Background: an optimization exercise with open tools, aiming at small area, a short achievable clock period and few clock cycles. Do not read the settings as production practice.
Only simulation tests tie the RTL to the original design; equivalence was not proved.
No activity file was given, so power comes from the tool's default toggle rates.

==> build 18 <==
## partial_order_closure_insert
module partial_order_closure_insert (
  input  wire logic       clk_i,
  input  wire logic       rst_ni,
  input  wire logic       start,
  output logic            busy,
  input  wire logic [1:0] opcode_i,
  input  wire logic [5:0] first_rank_i,
  input  wire logic [5:0] second_rank_i,
  input  wire logic       element_count_we_i,
  input  wire logic [5:0] element_count_i,
  output logic            done_o,
  output logic            consistent_o,
  output logic      [5:0] successor_count_o
);
==> module poci_ram, before the edit <==
module poci_ram #(
  parameter int M = 32
) (
  input  wire logic           clk_i,
  input  wire logic           keep_i,
  input  wire logic [M-1:0]   set_row_i,
  input  wire logic [M-1:0]   set_col_i,
  output logic      [M*M-1:0] r_o
);
  always_ff @(posedge clk_i) begin
    for (int x = 0; x < M; x++) begin
      for (int y = 0; y < M; y++) begin
        r_o[x*M+y] <= (r_o[x*M+y] & keep_i) | (set_row_i[x] & set_col_i[y]);
      end
    end
  end
endmodule
==> module partial_order_closure_insert, before the edit <==
module partial_order_closure_insert (
  input  wire logic       clk_i,
  input  wire logic       rst_ni,
  input  wire logic       start,
  output logic            busy,
  input  wire logic [1:0] opcode_i,
  input  wire logic [5:0] first_rank_i,
  input  wire logic [5:0] second_rank_i,
  input  wire logic       element_count_we_i,
  input  wire logic [5:0] element_count_i,
  output logic            done_o,
  output logic            consistent_o,
  output logic      [5:0] successor_count_o
);
  localparam int M = poci_pkg::MAX_ELEMENTS_DEF;
  localparam logic [1:0] S_IDLE = 2'd0;
  localparam logic [1:0] S_CHK1 = 2'd1;
  localparam logic [1:0] S_CHK2 = 2'd2;
  localparam logic [1:0] S_CHK3 = 2'd3;
  logic [5:0]     ecnt_q;
  logic           rvalid_q, f_q, clean_q, done_q, ovl_q;
  logic [1:0]     st_q;
  logic [5:0]     a_q, b_q;
  logic [M-1:0]   u_q;
  logic [23:0]    grp_q;
  logic [M*M-1:0] r_q;
  logic [5:0]   n_cur, n_new;
  logic [M-1:0] mask;
  assign n_cur = (ecnt_q > 6'd32) ? 6'd32 : ecnt_q;
  assign n_new = (element_count_i > 6'd32) ? 6'd32 : element_count_i;
  always_comb begin
    for (int i = 0; i < M; i++) mask[i] = (6'(i) < n_cur);
  end
  logic idle, accept, op_clear, op_add, op_count, a_ok, b_ok;
  assign idle     = (st_q == S_IDLE);
  assign busy     = !rvalid_q || !idle;
  assign accept   = start && !busy;
  assign op_clear = (opcode_i == 2'd0);
  assign op_add   = (opcode_i == 2'd1);
  assign op_count = (opcode_i == 2'd2);
  assign a_ok     = (first_rank_i != 6'd0) && (first_rank_i <= n_cur);
  assign b_ok     = (second_rank_i != 6'd0) && (second_rank_i <= n_cur);
  logic [5:0]   v_rank;
  logic [M-1:0] oa, ob, v_oh;
  always_comb begin
    if (idle)                v_rank = opcode_i[0] ? second_rank_i : first_rank_i;
    else if (st_q == S_CHK1) v_rank = a_q;
    else                     v_rank = b_q;
    for (int x = 0; x < M; x++) begin
      oa[x]   = (first_rank_i == 6'(x + 1));
      ob[x]   = (second_rank_i == 6'(x + 1));
      v_oh[x] = (v_rank == 6'(x + 1));
    end
  end
  logic [M-1:0] rowx;
  poci_row_unit #(.M(M)) u_row (.r_i(r_q), .pick_i(v_oh), .row_o(rowx));
  logic [M-1:0] sel, colx;
  assign sel = idle ? oa : u_q;
  poci_col_unit #(.M(M)) u_col (.r_i(r_q), .pick_i(sel), .col_o(colx));
  logic [M-1:0] dvec, uvec;
  assign dvec = (rowx & mask) | v_oh;
  assign uvec = colx | oa;
  logic add_go, cyc_in, fast_wr, fast_set_f, go_chk1;
  assign add_go     = accept && op_add && !f_q && a_ok && b_ok;
  assign cyc_in     = |(uvec & ob);
  assign fast_wr    = add_go && clean_q && !cyc_in;
  assign fast_set_f = accept && op_add && !f_q
                   && (!(a_ok && b_ok) || (clean_q && cyc_in));
  assign go_chk1    = add_go && !clean_q;
  logic present, cyc, overlap, chk3_wr;
  logic [M-1:0] ob_q;
  assign ob_q    = {{(M-1){1'b0}}, 1'b1} << 5'(b_q - 6'd1);
  assign present = |(rowx & ob_q);
  assign cyc     = |(u_q & ob_q);
  assign overlap = |(dvec & colx);
  assign chk3_wr = (st_q == S_CHK3) && !ovl_q;
  logic [M-1:0] svec;
  logic         keep;
  assign svec = fast_wr ? uvec : (chk3_wr ? u_q : '0);
  assign keep = rvalid_q && !(accept && op_clear);
  poci_ram #(.M(M)) u_matrix (
    .clk_i    (clk_i),
    .keep_i   (keep),
    .set_row_i(svec),
    .set_col_i(dvec),
    .r_o      (r_q)
  );
  always_ff @(posedge clk_i) begin
    if (idle) begin
      a_q <= first_rank_i;
      b_q <= second_rank_i;
      u_q <= (colx & mask) | oa;
    end
    ovl_q <= overlap;
  end
  logic [23:0] grp;
  logic        cnt_en;
  poci_group_count u_grp (.v_i(rowx & mask), .grp_o(grp));
  assign cnt_en = accept && op_count && a_ok;
  always_ff @(posedge clk_i) begin
    grp_q <= cnt_en ? grp : '0;
  end
  always_ff @(posedge clk_i or negedge rst_ni) begin
    if (!rst_ni) begin
      ecnt_q   <= poci_pkg::ELEM_COUNT_RST;
      rvalid_q <= 1'b0;
      f_q      <= 1'b0;
      clean_q  <= 1'b1;
      done_q   <= 1'b0;
      st_q     <= S_IDLE;
    end else begin
      rvalid_q <= 1'b1;
      if (element_count_we_i) begin
        ecnt_q <= element_count_i;
      end
      if (accept && op_clear) begin
        clean_q <= 1'b1;
      end else if (element_count_we_i && (n_new < n_cur)) begin
        clean_q <= 1'b0;
      end
      done_q <= 1'b0;
      unique case (st_q)
        S_IDLE: begin
          if (accept && op_clear) begin
            f_q <= 1'b0;
          end else if (fast_set_f) begin
            f_q <= 1'b1;
          end
          if (go_chk1) begin
            st_q <= S_CHK1;
          end else if (accept) begin
            done_q <= 1'b1;
          end
        end
        S_CHK1: begin
          if (present || cyc) begin
            f_q    <= !present || f_q;
            done_q <= 1'b1;
            st_q   <= S_IDLE;
          end else begin
            st_q <= S_CHK2;
          end
        end
        S_CHK2: begin
          st_q <= S_CHK3;
        end
        default: begin
          if (ovl_q) f_q <= 1'b1;
          done_q <= 1'b1;
          st_q   <= S_IDLE;
        end
      endcase
    end
  end
  assign done_o            = done_q;
  assign consistent_o      = !f_q;
  poci_group_sum u_sum (.grp_i(grp_q), .cnt_o(successor_count_o));
endmodule
==> flow/config.mk <==
export PLATFORM = sky130hd
export DESIGN_NAME = partial_order_closure_insert
export DESIGN_NICKNAME = partial_order_closure_insert
export VERILOG_FILES = /design/flow/design.v
export SDC_FILE = /design/flow/constraint.sdc
export NUM_CORES = 4
export LEC_CHECK = 0
export CAP_MARGIN = 20
export CORE_MARGIN = 2
export CORE_UTILIZATION = 50
export SLEW_MARGIN = 20
export SYNTH_HIERARCHICAL = 1
==> flow/constraint.sdc <==
create_clock -name core_clock -period 6.0 [get_ports {clk_i}]
set_input_delay 1.2000 -clock core_clock [delete_from_list [all_inputs] [get_ports {clk_i}]]
set_output_delay 1.2000 -clock core_clock [all_outputs]
set_load 0.01 [all_outputs]
run.sh (not shown) runs the stock make flow with config.mk's settings and CLKGATE_MAP_FILE= SYNTH_SCRIPT=/design/flow/synth_recipe.tcl, a recipe that flattens the netlist after the stock synthesis.
==> build 36 (differences from build 18) <==
--- a/flow/design.v
+++ b/flow/design.v
@@ -75,8 +75,12 @@
   output logic      [M*M-1:0] r_o
 );
-  always_ff @(posedge clk_i) begin
-    for (int x = 0; x < M; x++) begin
-      for (int y = 0; y < M; y++) begin
-        r_o[x*M+y] <= (r_o[x*M+y] & keep_i) | (set_row_i[x] & set_col_i[y]);
+  for (genvar x = 0; x < M; x++) begin : g_row
+    for (genvar y = 0; y < M; y++) begin : g_col
+      if (x == y) begin : g_diag
+        assign r_o[x*M+y] = 1'b0;
+      end else begin : g_bit
+        always_ff @(posedge clk_i) begin
+          r_o[x*M+y] <= (r_o[x*M+y] & keep_i) | (set_row_i[x] & set_col_i[y]);
+        end
       end
     end
@@ -154,13 +158,10 @@
 );
   localparam int M = poci_pkg::MAX_ELEMENTS_DEF;
-  localparam logic [1:0] S_IDLE = 2'd0;
-  localparam logic [1:0] S_CHK1 = 2'd1;
-  localparam logic [1:0] S_CHK2 = 2'd2;
-  localparam logic [1:0] S_CHK3 = 2'd3;
   logic [5:0]     ecnt_q;
-  logic           rvalid_q, f_q, clean_q, done_q, ovl_q;
-  logic [1:0]     st_q;
-  logic [5:0]     a_q, b_q;
-  logic [M-1:0]   u_q;
+  logic           rvalid_q, f_q, clean_q, done_q, pres_q, ovl_q;
+  logic           idle_q, chk1_q, chk2_q, chk3_q;
+  logic [5:0]     b_q;
+  logic [M-1:0]   u_q, ps_q, pd_q;
+  logic           wr_q;
   logic [23:0]    grp_q;
   logic [M*M-1:0] r_q;
@@ -173,5 +174,5 @@
   end
   logic idle, accept, op_clear, op_add, op_count, a_ok, b_ok;
-  assign idle     = (st_q == S_IDLE);
+  assign idle     = idle_q;
   assign busy     = !rvalid_q || !idle;
   assign accept   = start && !busy;
@@ -181,24 +182,27 @@
   assign a_ok     = (first_rank_i != 6'd0) && (first_rank_i <= n_cur);
   assign b_ok     = (second_rank_i != 6'd0) && (second_rank_i <= n_cur);
-  logic [5:0]   v_rank;
-  logic [M-1:0] oa, ob, v_oh;
-  always_comb begin
-    if (idle)                v_rank = opcode_i[0] ? second_rank_i : first_rank_i;
-    else if (st_q == S_CHK1) v_rank = a_q;
-    else                     v_rank = b_q;
+  logic [M-1:0] oa, ob, obq, vq_q, v_oh, dplus, sel, uplus;
+  always_comb begin
     for (int x = 0; x < M; x++) begin
-      oa[x]   = (first_rank_i == 6'(x + 1));
-      ob[x]   = (second_rank_i == 6'(x + 1));
-      v_oh[x] = (v_rank == 6'(x + 1));
-    end
-  end
-  logic [M-1:0] rowx;
+      oa[x]  = idle_q && (first_rank_i == 6'(x + 1));
+      ob[x]  = idle_q && (second_rank_i == 6'(x + 1));
+      obq[x] = (b_q == 6'(x + 1));
+    end
+  end
+  assign v_oh  = oa | (op_add ? ob : '0) | vq_q;
+  assign dplus = ob | (idle_q ? '0 : obq);
+  assign uplus = oa | (chk1_q ? vq_q : '0);
+  assign sel   = uplus | (chk2_q ? u_q : '0);
+  logic [M-1:0] pset;
+  assign pset = wr_q ? ps_q : '0;
+  logic [M-1:0] rowx, rowf;
   poci_row_unit #(.M(M)) u_row (.r_i(r_q), .pick_i(v_oh), .row_o(rowx));
-  logic [M-1:0] sel, colx;
-  assign sel = idle ? oa : u_q;
+  assign rowf = rowx | ((|(v_oh & pset)) ? pd_q : '0);
+  logic [M-1:0] colx, colf;
   poci_col_unit #(.M(M)) u_col (.r_i(r_q), .pick_i(sel), .col_o(colx));
+  assign colf = colx | ((|(sel & pd_q)) ? pset : '0);
   logic [M-1:0] dvec, uvec;
-  assign dvec = (rowx & mask) | v_oh;
-  assign uvec = colx | oa;
+  assign dvec = (rowf & mask) | dplus;
+  assign uvec = (colf & mask) | uplus;
   logic add_go, cyc_in, fast_wr, fast_set_f, go_chk1;
   assign add_go     = accept && op_add && !f_q && a_ok && b_ok;
@@ -208,36 +212,41 @@
                    && (!(a_ok && b_ok) || (clean_q && cyc_in));
   assign go_chk1    = add_go && !clean_q;
-  logic present, cyc, overlap, chk3_wr;
-  logic [M-1:0] ob_q;
-  assign ob_q    = {{(M-1){1'b0}}, 1'b1} << 5'(b_q - 6'd1);
-  assign present = |(rowx & ob_q);
-  assign cyc     = |(u_q & ob_q);
-  assign overlap = |(dvec & colx);
-  assign chk3_wr = (st_q == S_CHK3) && !ovl_q;
-  logic [M-1:0] svec;
-  logic         keep;
-  assign svec = fast_wr ? uvec : (chk3_wr ? u_q : '0);
+  logic cyc, chk3_wr;
+  assign cyc     = |(u_q & obq);
+  assign chk3_wr = chk3_q && !ovl_q;
+  logic keep;
   assign keep = rvalid_q && !(accept && op_clear);
   poci_ram #(.M(M)) u_matrix (
     .clk_i    (clk_i),
     .keep_i   (keep),
-    .set_row_i(svec),
-    .set_col_i(dvec),
+    .set_row_i(keep ? pset : '0),
+    .set_col_i(pd_q),
     .r_o      (r_q)
   );
   always_ff @(posedge clk_i) begin
     if (idle) begin
-      a_q <= first_rank_i;
       b_q <= second_rank_i;
-      u_q <= (colx & mask) | oa;
-    end
-    ovl_q <= overlap;
+    end
+    if (go_chk1) begin
+      vq_q <= oa;
+    end else if (chk1_q || (chk2_q && !(pres_q || cyc))) begin
+      vq_q <= obq;
+    end else begin
+      vq_q <= '0;
+    end
+    if (chk1_q) begin
+      u_q <= uvec;
+    end
+    ps_q   <= chk3_q ? u_q : uvec;
+    pd_q   <= dvec;
+    pres_q <= |(rowf & obq);
+    ovl_q  <= |(uvec & dvec);
   end
   logic [23:0] grp;
   logic        cnt_en;
-  poci_group_count u_grp (.v_i(rowx & mask), .grp_o(grp));
   assign cnt_en = accept && op_count && a_ok;
+  poci_group_count u_grp (.v_i(rowf & (cnt_en ? mask : '0)), .grp_o(grp));
   always_ff @(posedge clk_i) begin
-    grp_q <= cnt_en ? grp : '0;
+    grp_q <= grp;
   end
   always_ff @(posedge clk_i or negedge rst_ni) begin
@@ -248,5 +257,9 @@
       clean_q  <= 1'b1;
       done_q   <= 1'b0;
-      st_q     <= S_IDLE;
+      wr_q     <= 1'b0;
+      idle_q   <= 1'b1;
+      chk1_q   <= 1'b0;
+      chk2_q   <= 1'b0;
+      chk3_q   <= 1'b0;
     end else begin
       rvalid_q <= 1'b1;
@@ -259,36 +272,15 @@
         clean_q <= 1'b0;
       end
-      done_q <= 1'b0;
-      unique case (st_q)
-        S_IDLE: begin
-          if (accept && op_clear) begin
-            f_q <= 1'b0;
-          end else if (fast_set_f) begin
-            f_q <= 1'b1;
-          end
-          if (go_chk1) begin
-            st_q <= S_CHK1;
-          end else if (accept) begin
-            done_q <= 1'b1;
-          end
-        end
-        S_CHK1: begin
-          if (present || cyc) begin
-            f_q    <= !present || f_q;
-            done_q <= 1'b1;
-            st_q   <= S_IDLE;
-          end else begin
-            st_q <= S_CHK2;
-          end
-        end
-        S_CHK2: begin
-          st_q <= S_CHK3;
-        end
-        default: begin
-          if (ovl_q) f_q <= 1'b1;
-          done_q <= 1'b1;
-          st_q   <= S_IDLE;
-        end
-      endcase
+      if (accept && op_clear) begin
+        f_q <= 1'b0;
+      end else if (fast_set_f || (chk2_q && !pres_q && cyc) || (chk3_q && ovl_q)) begin
+        f_q <= 1'b1;
+      end
+      wr_q   <= fast_wr || chk3_wr;
+      done_q <= (accept && !go_chk1) || (chk2_q && (pres_q || cyc)) || chk3_q;
+      idle_q <= (idle_q && !go_chk1) || (chk2_q && (pres_q || cyc)) || chk3_q;
+      chk1_q <= go_chk1;
+      chk2_q <= chk1_q;
+      chk3_q <= chk2_q && !(pres_q || cyc);
     end
   end
==> flow/flow/run.sh (new file) <==
#!/bin/bash
# Layout: the standard flow (standard.sh) unchanged for synthesis; for the
# layout the port buffers are a stronger cell (buf_4 instead of the default
# delay buffer) and repair may resize a cell to another footprint. Each step's
# full output goes to its own log file here.
set -euo pipefail
sed -e "s|CLKGATE_MAP_FILE= |CLKGATE_MAP_FILE= MATCH_CELL_FOOTPRINT=0 'BUFFER_PORTS_ARGS=-buffer_cell sky130_fd_sc_hd__buf_4' |" \
  standard.sh > own_standard.sh
grep -q 'MATCH_CELL_FOOTPRINT=0' own_standard.sh
bash standard.sh synth > synth.log 2>&1
bash own_standard.sh finish > layout.log 2>&1
test -f out/final.def
==> flow/standard.sh (new file) <==
#!/bin/bash
# synth_recipe.tcl (not shown) runs the flow's synth.tcl, then flattens the netlist and writes it again
# the make line also repeats each setting of config.mk as NAME=value (left out here)
make -C /OpenROAD-flow-scripts/flow DESIGN_CONFIG=/design/flow/config.mk WORK_HOME=/design/flow/orfs CLKGATE_MAP_FILE= SYNTH_SCRIPT=/design/flow/synth_recipe.tcl "${@:-finish}"
--- a/flow/config.mk
+++ b/flow/config.mk
@@ -8,5 +8,8 @@
 export CAP_MARGIN = 20
 export CORE_MARGIN = 2
-export CORE_UTILIZATION = 50
+export CORE_UTILIZATION = 45
+export CTS_CLUSTER_DIAMETER = 90
+export CTS_CLUSTER_SIZE = 22
+export SETUP_SLACK_MARGIN = 0.6
 export SLEW_MARGIN = 20
 export SYNTH_HIERARCHICAL = 1
removed: flow/run.sh
==> build 30 (differences from build 18) <==
--- a/flow/design.v
+++ b/flow/design.v
@@ -75,8 +75,12 @@
   output logic      [M*M-1:0] r_o
 );
-  always_ff @(posedge clk_i) begin
-    for (int x = 0; x < M; x++) begin
-      for (int y = 0; y < M; y++) begin
-        r_o[x*M+y] <= (r_o[x*M+y] & keep_i) | (set_row_i[x] & set_col_i[y]);
+  for (genvar x = 0; x < M; x++) begin : g_row
+    for (genvar y = 0; y < M; y++) begin : g_col
+      if (x == y) begin : g_diag
+        assign r_o[x*M+y] = 1'b0;
+      end else begin : g_bit
+        always_ff @(posedge clk_i) begin
+          r_o[x*M+y] <= (r_o[x*M+y] & keep_i) | (set_row_i[x] & set_col_i[y]);
+        end
       end
     end
@@ -159,5 +163,5 @@
   localparam logic [1:0] S_CHK3 = 2'd3;
   logic [5:0]     ecnt_q;
-  logic           rvalid_q, f_q, clean_q, done_q, ovl_q;
+  logic           rvalid_q, f_q, clean_q, done_q, pres_q, ovl_q;
   logic [1:0]     st_q;
   logic [5:0]     a_q, b_q;
@@ -181,24 +185,34 @@
   assign a_ok     = (first_rank_i != 6'd0) && (first_rank_i <= n_cur);
   assign b_ok     = (second_rank_i != 6'd0) && (second_rank_i <= n_cur);
-  logic [5:0]   v_rank;
-  logic [M-1:0] oa, ob, v_oh;
+  logic [M-1:0] oa, ob, oqa, oqb, v_oh;
   always_comb begin
-    if (idle)                v_rank = opcode_i[0] ? second_rank_i : first_rank_i;
-    else if (st_q == S_CHK1) v_rank = a_q;
-    else                     v_rank = b_q;
     for (int x = 0; x < M; x++) begin
-      oa[x]   = (first_rank_i == 6'(x + 1));
-      ob[x]   = (second_rank_i == 6'(x + 1));
-      v_oh[x] = (v_rank == 6'(x + 1));
+      oa[x]  = (first_rank_i == 6'(x + 1));
+      ob[x]  = (second_rank_i == 6'(x + 1));
+      oqa[x] = (a_q == 6'(x + 1));
+      oqb[x] = (b_q == 6'(x + 1));
     end
   end
-  logic [M-1:0] rowx;
-  poci_row_unit #(.M(M)) u_row (.r_i(r_q), .pick_i(v_oh), .row_o(rowx));
-  logic [M-1:0] sel, colx;
-  assign sel = idle ? oa : u_q;
-  poci_col_unit #(.M(M)) u_col (.r_i(r_q), .pick_i(sel), .col_o(colx));
+  logic [M-1:0] dplus;
+  always_comb begin
+    if (idle)                v_oh = oa | (op_add ? ob : '0);
+    else if (st_q == S_CHK1) v_oh = oqa;
+    else                     v_oh = oqb;
+    dplus = idle ? ob : oqb;
+  end
+  logic [M-1:0] sel, uplus;
+  always_comb begin
+    if (idle)                sel = oa;
+    else if (st_q == S_CHK2) sel = u_q;
+    else                     sel = oqa;
+    uplus = (st_q == S_CHK2) ? '0 : sel;
+  end
+  logic [M-1:0] rowf;
+  poci_row_unit #(.M(M)) u_row (.r_i(r_q), .pick_i(v_oh), .row_o(rowf));
+  logic [M-1:0] colf;
+  poci_col_unit #(.M(M)) u_col (.r_i(r_q), .pick_i(sel), .col_o(colf));
   logic [M-1:0] dvec, uvec;
-  assign dvec = (rowx & mask) | v_oh;
-  assign uvec = colx | oa;
+  assign dvec = (rowf & mask) | dplus;
+  assign uvec = (colf & mask) | uplus;
   logic add_go, cyc_in, fast_wr, fast_set_f, go_chk1;
   assign add_go     = accept && op_add && !f_q && a_ok && b_ok;
@@ -208,10 +222,6 @@
                    && (!(a_ok && b_ok) || (clean_q && cyc_in));
   assign go_chk1    = add_go && !clean_q;
-  logic present, cyc, overlap, chk3_wr;
-  logic [M-1:0] ob_q;
-  assign ob_q    = {{(M-1){1'b0}}, 1'b1} << 5'(b_q - 6'd1);
-  assign present = |(rowx & ob_q);
-  assign cyc     = |(u_q & ob_q);
-  assign overlap = |(dvec & colx);
+  logic cyc, chk3_wr;
+  assign cyc     = |(u_q & oqb);
   assign chk3_wr = (st_q == S_CHK3) && !ovl_q;
   logic [M-1:0] svec;
@@ -230,11 +240,14 @@
       a_q <= first_rank_i;
       b_q <= second_rank_i;
-      u_q <= (colx & mask) | oa;
     end
-    ovl_q <= overlap;
+    if (st_q == S_CHK1) begin
+      u_q <= uvec;
+    end
+    pres_q <= |(rowf & oqb);
+    ovl_q  <= |(uvec & dvec);
   end
   logic [23:0] grp;
   logic        cnt_en;
-  poci_group_count u_grp (.v_i(rowx & mask), .grp_o(grp));
+  poci_group_count u_grp (.v_i(rowf & mask), .grp_o(grp));
   assign cnt_en = accept && op_count && a_ok;
   always_ff @(posedge clk_i) begin
@@ -274,15 +287,15 @@
         end
         S_CHK1: begin
-          if (present || cyc) begin
-            f_q    <= !present || f_q;
+          st_q <= S_CHK2;
+        end
+        S_CHK2: begin
+          if (pres_q || cyc) begin
+            f_q    <= !pres_q || f_q;
             done_q <= 1'b1;
             st_q   <= S_IDLE;
           end else begin
-            st_q <= S_CHK2;
+            st_q <= S_CHK3;
           end
         end
-        S_CHK2: begin
-          st_q <= S_CHK3;
-        end
         default: begin
           if (ovl_q) f_q <= 1'b1;
--- a/flow/config.mk
+++ b/flow/config.mk
@@ -8,5 +8,5 @@
 export CAP_MARGIN = 20
 export CORE_MARGIN = 2
-export CORE_UTILIZATION = 50
+export CORE_UTILIZATION = 40
 export SLEW_MARGIN = 20
 export SYNTH_HIERARCHICAL = 1
==> impl_metrics.py <==
metrics = {
    "pwr": {
        "power.density_mw_per_mm2": 380,
        "clkPwrFrac": 0.320,
    },
    "outcome": {
        "layout.failed_checks": "setup timing",
        "run_status": "complete, but fails checks",
    },
    "setup_path": {
        "crit_path_top_delay_cell": "a21boi_1",
        "r2r_start": "st_q[1]",
    },
    "logic_synthesis": {
        "synth.distinct_cells": 94,
        "ys_top_cells_by_area": "dfxtp_1 42%, a22o_1 18%, a22oi_1 15%, nand4_1 3.2%, edfxtp_1 2.6%",
        "synth-compound-area-share": 0.372,
    },
    "timing": {
        "maxSlewHeadroom": 0.306,
        "final_setup_fails": 2,
        "final_critical_path_setup_slack_ns": -0.0808,
    },
    "layout": {
        "n_antenna_cell": 15,
    },
}
That was build 18.
==> impl_metrics.py <==
metrics = {
    "outcome": {
        "run_status": "timing/DRC/antenna clean",
    },
    "timing": {
        "final_setup_fails": 0,
        "maxSlewHeadroom": 0.154,
    },
    "layout": {
        "n_antenna_cell": 12,
    },
    "logic_synthesis": {
        "yosysMostFrequentCell": "dfxtp_1",
        "synth.distinct_cells": 92,
        "ys_top_cells_by_area": "dfxtp_1 41%, a22o_1 16%, a22oi_1 15%, nand4_1 3.3%, clkbuf_1 2.4%",
        "synth-compound-area-share": 0.367,
    },
    "clock_tree": {
        "cts.sink_count": 1167,
    },
    "setup_path": {
        "crit_path_top_delay_cell": "or4_4",
        "r2r_start": "chk2_q",
    },
    "pwr": {
        "power.density_mw_per_mm2": 241,
        "clkPwrFrac": 0.346,
    },
    "detailed_routing": {
        "route.met3.wl_mm": 42.3,
    },
}
That was build 36.
==> impl_metrics.py <==
metrics = {
    "timing": {
        "setup_tns_ns": -2.31,
        "maxSlewHeadroom": 0.226,
        "timing_worst_slew_pin_value_ns": 1.15,
        "final_critical_path_setup_slack_ns": -0.0839,
        "fmax_mhz": 164,
        "final_setup_fails": 208,
    },
    "setup_path": {
        "crit_path_top_delay_cell": "a21boi_0",
        "worst_path_largest_cell_delay_ns": 0.91,
        "r2r_start": "st_q[0]",
    },
    "pwr": {
        "power.density_mw_per_mm2": 270,
        "clkPwrFrac": 0.477,
    },
    "logic_synthesis": {
        "ys_top_cells_by_area": "dfxtp_1 41%, a22o_1 18%, a22oi_1 16%, nand4_1 3.3%, edfxtp_1 2.6%",
        "synth-compound-area-share": 0.379,
        "yosysMostFrequentCell": "a22oi_1",
    },
    "global_route": {
        "grt_start_max_net_pins": 152,
    },
    "outcome": {
        "layout.failed_checks": "setup timing",
        "run_status": "complete, but fails checks",
    },
    "detailed_routing": {
        "route.met3.wl_mm": 25.2,
    },
    "layout": {
        "n_antenna_cell": 10,
    },
}
That was build 30.
Testbench counts of build 18, summed over its fixed seeds: cycles 2,696.
Testbench counts of build 36, summed over its fixed seeds: cycles 2,696.
Testbench counts of build 30, summed over its fixed seeds: cycles 2,696.

afterwards: timing with drivers on the ports:
The results above use ideal ports. As a check the final layouts listed here were re-extracted and re-timed, cells and wires unchanged.
Step 1 (the two cells are an assumption about what drives the block):
set clk [get_ports {clk_i}]
set_driving_cell -lib_cell sky130_fd_sc_hd__clkbuf_16 $clk
set_driving_cell -lib_cell sky130_fd_sc_hd__buf_2 [delete_from_list [all_inputs] $clk]
Step 2, shift: input delay + t, output delay - t, t = (earliest + latest rising clock arrival at the registers) / 2. This alone moves slack from input paths to output paths.
a / b / c = no drivers / after step 1 / after step 2; a / b = the first two.
| run | shift t [ns] | setup slack, ns | hold WS [ns] | cell pins on the clock port's net |
|---|---|---|---|---|
| build 18 | 0.807 | -0.081 / -0.032 / -0.839 | 0.499 / 0.499 / 0.499 | 1 |
| build 36 | 0.756 | 0.534 / 0.581 / -0.174 | 0.349 / 0.302 / 0.506 | 1 |
| build 30 | 0.829 | -0.084 / -0.044 / -0.873 | 0.497 / 0.497 / 0.497 | 1 |
With both steps, setup timing fails in build 36, where it was met with ideal ports. For build 30, which loses most, drivers alone change the setup slack by +0.040 ns; drivers and shift together by -0.789 ns.
